From an optimization exercise on the open Yosys and OpenROAD flow, aimed at small area; shortcuts taken in it are not production practice.
At most, simulation tests tie the RTL to the original design; equivalence was not proved.
Power figures rest on the tool's default switching activity, not on a simulated workload.

==> inputs of trial 62 <==
==> flow/design.v <==
module prop_delay_meter #(
  parameter int CNT_W    = 16,
  parameter int TIMEOUT  = 1000,
  parameter int NBSLOPES = 7,
  parameter int NBCAPA   = 7
) (
  input  logic                  clk,
  input  logic                  rst,
  input  logic                  start_i,
  input  logic                  arc_i,
  input  logic [2:0]            slope_idx_i,
  input  logic [2:0]            capa_idx_i,
  input  logic                  stim_i,
  input  logic                  resp_i,
  input  logic                  rd_en_i,
  input  logic                  rd_arc_i,
  input  logic [2:0]            rd_slope_i,
  input  logic [2:0]            rd_capa_i,
  output logic                  busy_o,
  output logic                  done_o,
  output logic                  timeout_o,
  output logic                  err_o,
  output logic [CNT_W-1:0]      delay_o,
  output logic                  rd_valid_o,
  output logic [CNT_W-1:0]      rd_data_o
);
  function automatic int code_bits(input int n);
    int b;
    b = 1;
    for (int i = 1; i < 31; i = i + 1)
      if ((1 << i) < n) b = i + 1;
    code_bits = b;
  endfunction
  localparam int DW = code_bits(TIMEOUT + 2);
  localparam logic [DW-1:0] TMO_LAST = DW'(TIMEOUT - 1);
  localparam logic [3:0]    NS_LIM   = 4'(NBSLOPES);
  localparam logic [3:0]    NC_LIM   = 4'(NBCAPA);
  logic [1:0]    state;
  logic          arc_q;
  logic [2:0]    slope_q;
  logic [2:0]    capa_q;
  logic          stim_base;
  logic          resp_base;
  logic [DW-1:0] cnt;         
  logic [DW-1:0] dly_q;       
  logic [DW-1:0] rdd_q;       
  logic idle, wstim, wresp, store;
  assign idle  = (state == 2'b00);
  assign wstim = (state == 2'b01);
  assign wresp = (state == 2'b10);
  assign store = (state == 2'b11);
  logic start_ok, rd_ok, stim_chg, resp_chg, tmo_hit, tmo_ev, wr_ev;
  assign start_ok = ({1'b0, slope_idx_i} < NS_LIM) && ({1'b0, capa_idx_i} < NC_LIM);
  assign rd_ok    = ({1'b0, rd_slope_i}  < NS_LIM) && ({1'b0, rd_capa_i}  < NC_LIM);
  assign stim_chg = (stim_i != stim_base);
  assign resp_chg = (resp_i != resp_base);
  assign tmo_hit  = (cnt == TMO_LAST);
  assign tmo_ev   = tmo_hit && ((wstim && !stim_chg) || (wresp && !resp_chg));
  assign wr_ev    = store || tmo_ev;
  logic [DW-1:0] wdata;
  assign wdata = cnt | {DW{tmo_ev}};
  assign busy_o    = (state != 2'b00);
  assign delay_o   = {{(CNT_W-DW){&dly_q}}, dly_q};
  assign rd_data_o = {{(CNT_W-DW){&rdd_q}}, rdd_q};
  always_ff @(posedge clk) begin
    if (rst) begin
      state      <= 2'b00;
      done_o     <= 1'b0;
      timeout_o  <= 1'b0;
      err_o      <= 1'b0;
      rd_valid_o <= 1'b0;
      dly_q      <= '0;
      rdd_q      <= '0;
    end else begin
      done_o     <= store;
      timeout_o  <= tmo_ev;
      err_o      <= (idle && start_i && !start_ok) || (rd_en_i && !rd_ok);
      rd_valid_o <= rd_en_i && rd_ok;
      if (wr_ev) dly_q <= wdata;
      if (rd_en_i && rd_ok) rdd_q <= rd_mux;
      case (state)
        2'b00: if (start_i && start_ok) state <= 2'b01;
        2'b01: if (stim_chg) state <= resp_chg ? 2'b11 : 2'b10;
               else if (tmo_hit) state <= 2'b00;
        2'b10: if (resp_chg) state <= 2'b11;
               else if (tmo_hit) state <= 2'b00;
        default: state <= 2'b00;
      endcase
    end
  end
  always_ff @(posedge clk) begin
    if (idle) begin
      arc_q     <= arc_i;
      slope_q   <= slope_idx_i;
      capa_q    <= capa_idx_i;
      stim_base <= stim_i;
    end
    if (idle || (wstim && !stim_chg)) resp_base <= resp_i;
    if (idle || (wstim && stim_chg)) cnt <= '0;
    else if (!store) cnt <= cnt + 1'b1;
  end
  logic [DW-1:0] tdata;
  assign tdata = wdata | {DW{rst}};
  logic [2*NBSLOPES-1:0] rsel;
  logic [NBCAPA-1:0]     csel;
  logic [DW-1:0]         rd_mux;
  for (genvar r = 0; r < 2 * NBSLOPES; r++) begin : g_rsel
    assign rsel[r] = (rd_arc_i == 1'(r / NBSLOPES)) && (rd_slope_i == 3'(r % NBSLOPES));
  end
  for (genvar c = 0; c < NBCAPA; c++) begin : g_csel
    assign csel[c] = (rd_capa_i == 3'(c));
  end
  logic [2*NBSLOPES*NBCAPA-1:0][DW-1:0] hit;
  for (genvar a = 0; a < 2; a++) begin : g_a
    for (genvar s = 0; s < NBSLOPES; s++) begin : g_s
      for (genvar c = 0; c < NBCAPA; c++) begin : g_c
        localparam int E = (a * NBSLOPES + s) * NBCAPA + c;
        logic [DW-1:0] q;
        logic          we;
        assign we = rst || (wr_ev && arc_q == 1'(a) && slope_q == 3'(s) && capa_q == 3'(c));
        always_ff @(posedge clk) if (we) q <= tdata;
        assign hit[E] = q & {DW{rsel[a * NBSLOPES + s] & csel[c]}};
      end
    end
  end
  always_comb begin
    rd_mux = '0;
    for (int e = 0; e < 2 * NBSLOPES * NBCAPA; e++) rd_mux = rd_mux | hit[e];
  end
endmodule
==> flow/run.sh <==
#!/bin/bash
# synth_recipe.tcl (not shown) runs the flow's synth.tcl, then flattens the netlist and writes it again
# the make line also repeats each setting of config.mk as NAME=value (left out here)
make -C /OpenROAD-flow-scripts/flow DESIGN_CONFIG=/design/flow/config.mk WORK_HOME=/design/flow/orfs CLKGATE_MAP_FILE= SYNTH_SCRIPT=/design/flow/synth_recipe.tcl finish
==> flow/config.mk <==
export PLATFORM = sky130hd
export DESIGN_NAME = prop_delay_meter
export DESIGN_NICKNAME = prop_delay_meter
export VERILOG_FILES = /design/flow/design.v
export SDC_FILE = /design/flow/constraint.sdc
export NUM_CORES = 4
export LEC_CHECK = 0
export CAP_MARGIN = 20
export CORE_MARGIN = 2
export CORE_UTILIZATION = 40
export SLEW_MARGIN = 20
==> flow/constraint.sdc <==
create_clock -name core_clock -period 10.0 [get_ports {clk}]
set_input_delay 2.0000 -clock core_clock [delete_from_list [all_inputs] [get_ports {clk}]]
set_output_delay 2.0000 -clock core_clock [all_outputs]
set_load 0.01 [all_outputs]
==> inputs of trial 28, as changes to trial 62 <==
==> flow/design.v (replaced) <==
module prop_delay_meter #(
  parameter int CNT_W    = 16,
  parameter int TIMEOUT  = 1000,
  parameter int NBSLOPES = 7,
  parameter int NBCAPA   = 7
) (
  input  logic                  clk,
  input  logic                  rst,
  input  logic                  start_i,
  input  logic                  arc_i,
  input  logic [2:0]            slope_idx_i,
  input  logic [2:0]            capa_idx_i,
  input  logic                  stim_i,
  input  logic                  resp_i,
  input  logic                  rd_en_i,
  input  logic                  rd_arc_i,
  input  logic [2:0]            rd_slope_i,
  input  logic [2:0]            rd_capa_i,
  output logic                  busy_o,
  output logic                  done_o,
  output logic                  timeout_o,
  output logic                  err_o,
  output logic [CNT_W-1:0]      delay_o,
  output logic                  rd_valid_o,
  output logic [CNT_W-1:0]      rd_data_o
);
  function automatic int code_bits(input int n);
    int b;
    b = 1;
    for (int i = 1; i < 31; i = i + 1)
      if ((1 << i) < n) b = i + 1;
    code_bits = b;
  endfunction
  localparam int DW = code_bits(TIMEOUT + 2);
  localparam int NR = 2 * NBSLOPES;           
  localparam int NE = NR * NBCAPA;            
  localparam logic [DW-1:0] TMO_LAST = DW'(TIMEOUT - 1);
  localparam logic [3:0]    NS_LIM   = 4'(NBSLOPES);
  localparam logic [3:0]    NC_LIM   = 4'(NBCAPA);
  typedef struct packed {
    logic       a;
    logic [2:0] s;
    logic [2:0] c;
  } pt_t;
  function automatic pt_t pt_add(input pt_t x, input pt_t y);
    logic [3:0] cs, ss;
    logic       cc, sc;
    pt_t        r;
    cs = {1'b0, x.c} + {1'b0, y.c};
    cc = (cs >= 4'(NBCAPA));
    r.c = cc ? 3'(cs - 4'(NBCAPA)) : cs[2:0];
    ss = {1'b0, x.s} + {1'b0, y.s} + {3'b000, cc};
    sc = (ss >= 4'(NBSLOPES));
    r.s = sc ? 3'(ss - 4'(NBSLOPES)) : ss[2:0];
    r.a = x.a ^ y.a ^ sc;
    pt_add = r;
  endfunction
  logic [1:0]    state;
  logic          arc_q;
  logic [2:0]    slope_q;
  logic [2:0]    capa_q;
  logic          stim_base;
  logic          resp_base;
  logic [DW-1:0] cnt;         
  logic [DW-1:0] dly_q;       
  logic [DW-1:0] rdd_q;       
  pt_t           ph;          
  pt_t           wr_pt;       
  logic          pend;        
  logic          clr1, clr2;  
  logic idle, wstim, wresp, store;
  assign idle  = (state == 2'b00);
  assign wstim = (state == 2'b01);
  assign wresp = (state == 2'b10);
  assign store = (state == 2'b11);
  logic start_ok, rd_ok, rd_go, stim_chg, resp_chg, tmo_hit, tmo_ev, wr_ev;
  assign start_ok = ({1'b0, slope_idx_i} < NS_LIM) && ({1'b0, capa_idx_i} < NC_LIM);
  assign rd_ok    = ({1'b0, rd_slope_i}  < NS_LIM) && ({1'b0, rd_capa_i}  < NC_LIM);
  assign rd_go    = rd_en_i && rd_ok;
  assign stim_chg = (stim_i != stim_base);
  assign resp_chg = (resp_i != resp_base);
  assign tmo_hit  = (cnt == TMO_LAST);
  assign tmo_ev   = tmo_hit && ((wstim && !stim_chg) || (wresp && !resp_chg));
  assign wr_ev    = store || tmo_ev;
  assign busy_o    = (state != 2'b00);
  assign delay_o   = {{(CNT_W-DW){&dly_q}}, dly_q};
  assign rd_data_o = {{(CNT_W-DW){&rdd_q}}, rdd_q};
  pt_t rd_pt, rd_slot, wr_slot;
  assign rd_pt   = {rd_arc_i, rd_slope_i, rd_capa_i};
  assign rd_slot = pt_add(rd_pt, ph);
  assign wr_slot = pt_add(wr_pt, ph);
  logic [NR-1:0]     rd_rsel, wr_rsel;
  logic [NBCAPA-1:0] rd_csel, wr_csel;
  for (genvar r = 0; r < NR; r++) begin : g_rsel
    assign rd_rsel[r] = ({rd_slot.a, rd_slot.s} == {1'(r / NBSLOPES), 3'(r % NBSLOPES)});
    assign wr_rsel[r] = ({wr_slot.a, wr_slot.s} == {1'(r / NBSLOPES), 3'(r % NBSLOPES)});
  end
  for (genvar c = 0; c < NBCAPA; c++) begin : g_csel
    assign rd_csel[c] = (rd_slot.c == 3'(c));
    assign wr_csel[c] = (wr_slot.c == 3'(c));
  end
  logic [NE-1:0] at_slot;     
  logic [NE-1:0] ld;          
  logic          commit;
  logic          clr;
  logic [DW-1:0] ld_data;
  assign clr     = rst || clr1 || clr2;
  assign ld_data = dly_q | {DW{clr}};
  always_comb begin
    commit = 1'b0;
    for (int k = 0; k < NE; k++) begin
      at_slot[k] = wr_rsel[k / NBCAPA] && wr_csel[k % NBCAPA];
      ld[k]      = 1'b0;
    end
    for (int k = 0; k < NE; k += 3) begin
      ld[k]  = clr || (pend && at_slot[(k + NE - 1) % NE]);
      commit = commit || at_slot[(k + NE - 1) % NE];
    end
    commit = commit && pend;
  end
  logic [NE-1:0][DW-1:0] slot;
  logic [NE-1:0][DW-1:0] hit;
  logic [DW-1:0]         rd_mux;
  for (genvar k = 0; k < NE; k++) begin : g_slot
    if (k % 3 == 0) begin : g_port
      always_ff @(posedge clk) slot[k] <= ld[k] ? ld_data : slot[(k + NE - 1) % NE];
    end else begin : g_pass
      always_ff @(posedge clk) slot[k] <= slot[k - 1];
    end
    assign hit[k] = slot[k] & {DW{rd_rsel[k / NBCAPA] & rd_csel[k % NBCAPA]}};
  end
  always_comb begin
    rd_mux = '0;
    for (int k = 0; k < NE; k++) rd_mux = rd_mux | hit[k];
  end
  logic          rd_byp;
  logic [DW-1:0] rd_val;
  assign rd_byp = pend && (rd_pt == wr_pt);
  assign rd_val = (clr1 || clr2) ? '1 : rd_byp ? dly_q : rd_mux;
  always_ff @(posedge clk) begin
    clr1 <= rst;
    clr2 <= clr1;
    if (rst) begin
      state      <= 2'b00;
      done_o     <= 1'b0;
      timeout_o  <= 1'b0;
      err_o      <= 1'b0;
      rd_valid_o <= 1'b0;
      dly_q      <= '0;
      rdd_q      <= '0;
      pend       <= 1'b0;
      ph         <= '0;
    end else begin
      done_o     <= store;
      timeout_o  <= tmo_ev;
      err_o      <= (idle && start_i && !start_ok) || (rd_en_i && !rd_ok);
      rd_valid_o <= rd_go;
      if (wr_ev) dly_q <= cnt | {DW{tmo_ev}};
      if (rd_go) rdd_q <= rd_val;
      pend <= wr_ev || (pend && !commit);
      if (ph.c != 3'(NBCAPA - 1)) ph.c <= ph.c + 3'd1;
      else begin
        ph.c <= '0;
        if (ph.s != 3'(NBSLOPES - 1)) ph.s <= ph.s + 3'd1;
        else begin
          ph.s <= '0;
          ph.a <= !ph.a;
        end
      end
      case (state)
        2'b00: if (start_i && start_ok) state <= 2'b01;
        2'b01: if (stim_chg) state <= resp_chg ? 2'b11 : 2'b10;
               else if (tmo_hit) state <= 2'b00;
        2'b10: if (resp_chg) state <= 2'b11;
               else if (tmo_hit) state <= 2'b00;
        default: state <= 2'b00;
      endcase
    end
  end
  always_ff @(posedge clk) begin
    if (idle) begin
      arc_q     <= arc_i;
      slope_q   <= slope_idx_i;
      capa_q    <= capa_idx_i;
      stim_base <= stim_i;
    end
    if (idle || (wstim && !stim_chg)) resp_base <= resp_i;
    if (idle || (wstim && stim_chg)) cnt <= '0;
    else if (!store) cnt <= cnt + 1'b1;
    if (wr_ev) wr_pt <= {arc_q, slope_q, capa_q};
  end
endmodule
==> flow/flow/run.sh (new file) <==
#!/bin/bash
# Standard layout (standard.sh) with three changes:
#  - synthesis maps the logic with an area-oriented ABC script (flow/synth.tcl,
#    flow/area.abc); flip-flops are mapped before that step and are unchanged
#  - clock tree: larger sink clusters and no dummy balancing loads
#  - port buffers use the smallest buffer cell
# make's full output goes to flow_make.log; ORFS keeps each step's log
# under orfs/logs.
set -euo pipefail
W=$(pwd)
export FLOW_SYNTH_TCL=$W/synth_recipe.tcl
export AREA_ABC_SCRIPT=$W/flow/area.abc
export CTS_ARGS="-sink_clustering_enable -repair_clock_nets -dont_use_dummy_load -buf_list sky130_fd_sc_hd__clkbuf_16 -sink_clustering_size 25 -sink_clustering_max_diameter 100"
export BUFFER_PORTS_ARGS="-buffer_cell sky130_fd_sc_hd__buf_1"
bash standard.sh SYNTH_SCRIPT=$W/flow/synth.tcl finish > $W/flow_make.log 2>&1
==> flow/flow/area.abc (new file) <==
strash
&get -n
&fraig -x
&put
dc2
strash
&get -n
&dch -f
&nf -R 1000
&put
==> flow/flow/synth.tcl (new file) <==
# The standard synthesis (synth_recipe.tcl) with one change: the final
# combinational mapping uses an area-oriented ABC script (flow/area.abc).
# Flip-flops are mapped before this step, so registers are unchanged.
proc abc {args} {
  set i [lsearch -exact $args -script]
  if {$i >= 0} {
    set args [lreplace $args $i [expr {$i + 1}] -script $::env(AREA_ABC_SCRIPT)]
  }
  yosys abc {*}$args
}
source $::env(FLOW_SYNTH_TCL)
==> flow/standard.sh (new file) <==
#!/bin/bash
# synth_recipe.tcl (not shown) runs the flow's synth.tcl, then flattens the netlist and writes it again
# the make line also repeats each setting of config.mk as NAME=value (left out here)
make -C /OpenROAD-flow-scripts/flow DESIGN_CONFIG=/design/flow/config.mk WORK_HOME=/design/flow/orfs CLKGATE_MAP_FILE= SYNTH_SCRIPT=/design/flow/synth_recipe.tcl "${@:-finish}"
- CORE_UTILIZATION: 40 -> 55
- GPL_TIMING_DRIVEN: default -> 0
removed: flow/run.sh
==> inputs of build 36, as changes to trial 62 <==
--- a/flow/design.v
+++ b/flow/design.v
@@ -24,14 +24,7 @@
   output logic                  rd_valid_o,
   output logic [CNT_W-1:0]      rd_data_o
 );
-  function automatic int code_bits(input int n);
-    int b;
-    b = 1;
-    for (int i = 1; i < 31; i = i + 1)
-      if ((1 << i) < n) b = i + 1;
-    code_bits = b;
-  endfunction
-  localparam int DW = code_bits(TIMEOUT + 2);
+  localparam int DW = $clog2(TIMEOUT + 2);
   localparam logic [DW-1:0] TMO_LAST = DW'(TIMEOUT - 1);
   localparam logic [3:0]    NS_LIM   = 4'(NBSLOPES);
   localparam logic [3:0]    NC_LIM   = 4'(NBCAPA);
==> qor summary <==
metric                                                                                             trial 62                    trial 28                   build 36
Count of buffers not belonging to the clock network in the layout                                       166                         105                        166
Run status                                                                 no timing/DRC/antenna violations  complete, but fails checks  no timing/DRC/antenna violations
Violated checks                                                                                           -                  slew limit                          -
Commonest non-fill, non-tap cell in the layout                                                     edfxtp_1                     dfxtp_1                   edfxtp_1
Total power divided by cell area                                                               217.5 nW/µm²                227.2 nW/µm²               217.5 nW/µm²
Number of buffer and inverter stages on the critical path                                                 3                           7                          3
Relative slew slack                                                                                  9.305%                     -1.608%                     9.305%
Routability congestion estimate from global placement                                                 1.049                      0.9622                      1.049
End of the worst register-to-register path                                        g_a[1].g_s[3].g_c[4].q[2]                    rdd_q[5]  g_a[1].g_s[3].g_c[4].q[2]
#MultiIn Comb                                                                                          1246                        1716                       1246
Most common cell in the synthesized netlist                                                        edfxtp_1                     dfxtp_1                   edfxtp_1
Internal reg-to-reg setup slack                                                                     6.29 ns                     1.59 ns                    6.29 ns
Cell depth of the worst hold path                                                                         2                           0                          2
Wire length of the first global-routing pass                                                      236300 µm                   168600 µm                  236300 µm
Final standard cell area without fillers                                                          45630 µm²                   34350 µm²                  45630 µm²
Multi-input logic area                                                                             8696 µm²                   10290 µm²                   8696 µm²
Met2 track utilization from global routing                                                           48.40%                      58.27%                     48.40%
Clock input transition at the sequential cells of the worst setup and hold paths                    0.06 ns                     0.10 ns                    0.06 ns
The RTL of build 36 was laid out without a check of its function.

[separate check: timing with driven ports]
The results above use ideal ports. As a check the final layouts listed here were re-extracted and re-timed, cells and wires unchanged.
Step 1 assumes that a clkbuf_16 drives the clock port and a buf_2 every other input.
Step 2, shift: input delay + t, output delay - t, t = (earliest + latest rising clock arrival at the registers) / 2. This alone moves slack from input paths to output paths.
Slacks: ideal / step 1 / step 2; pairs: ideal / step 1.
run | t, ns | setup WS [ns] | latest minus earliest clock arrival (ns) | worst slew at a driven data input, ns
trial 62 | 0.757 | 4.409 / 4.454 / 3.697 | 0.034 / 0.034 | 0.06
trial 28 | 0.680 | 0.462 / 0.507 / -0.173 | 0.057 / 0.057 | 0.03
build 36 | 0.757 | 4.409 / 4.454 / 3.697 | 0.034 / 0.034 | 0.06
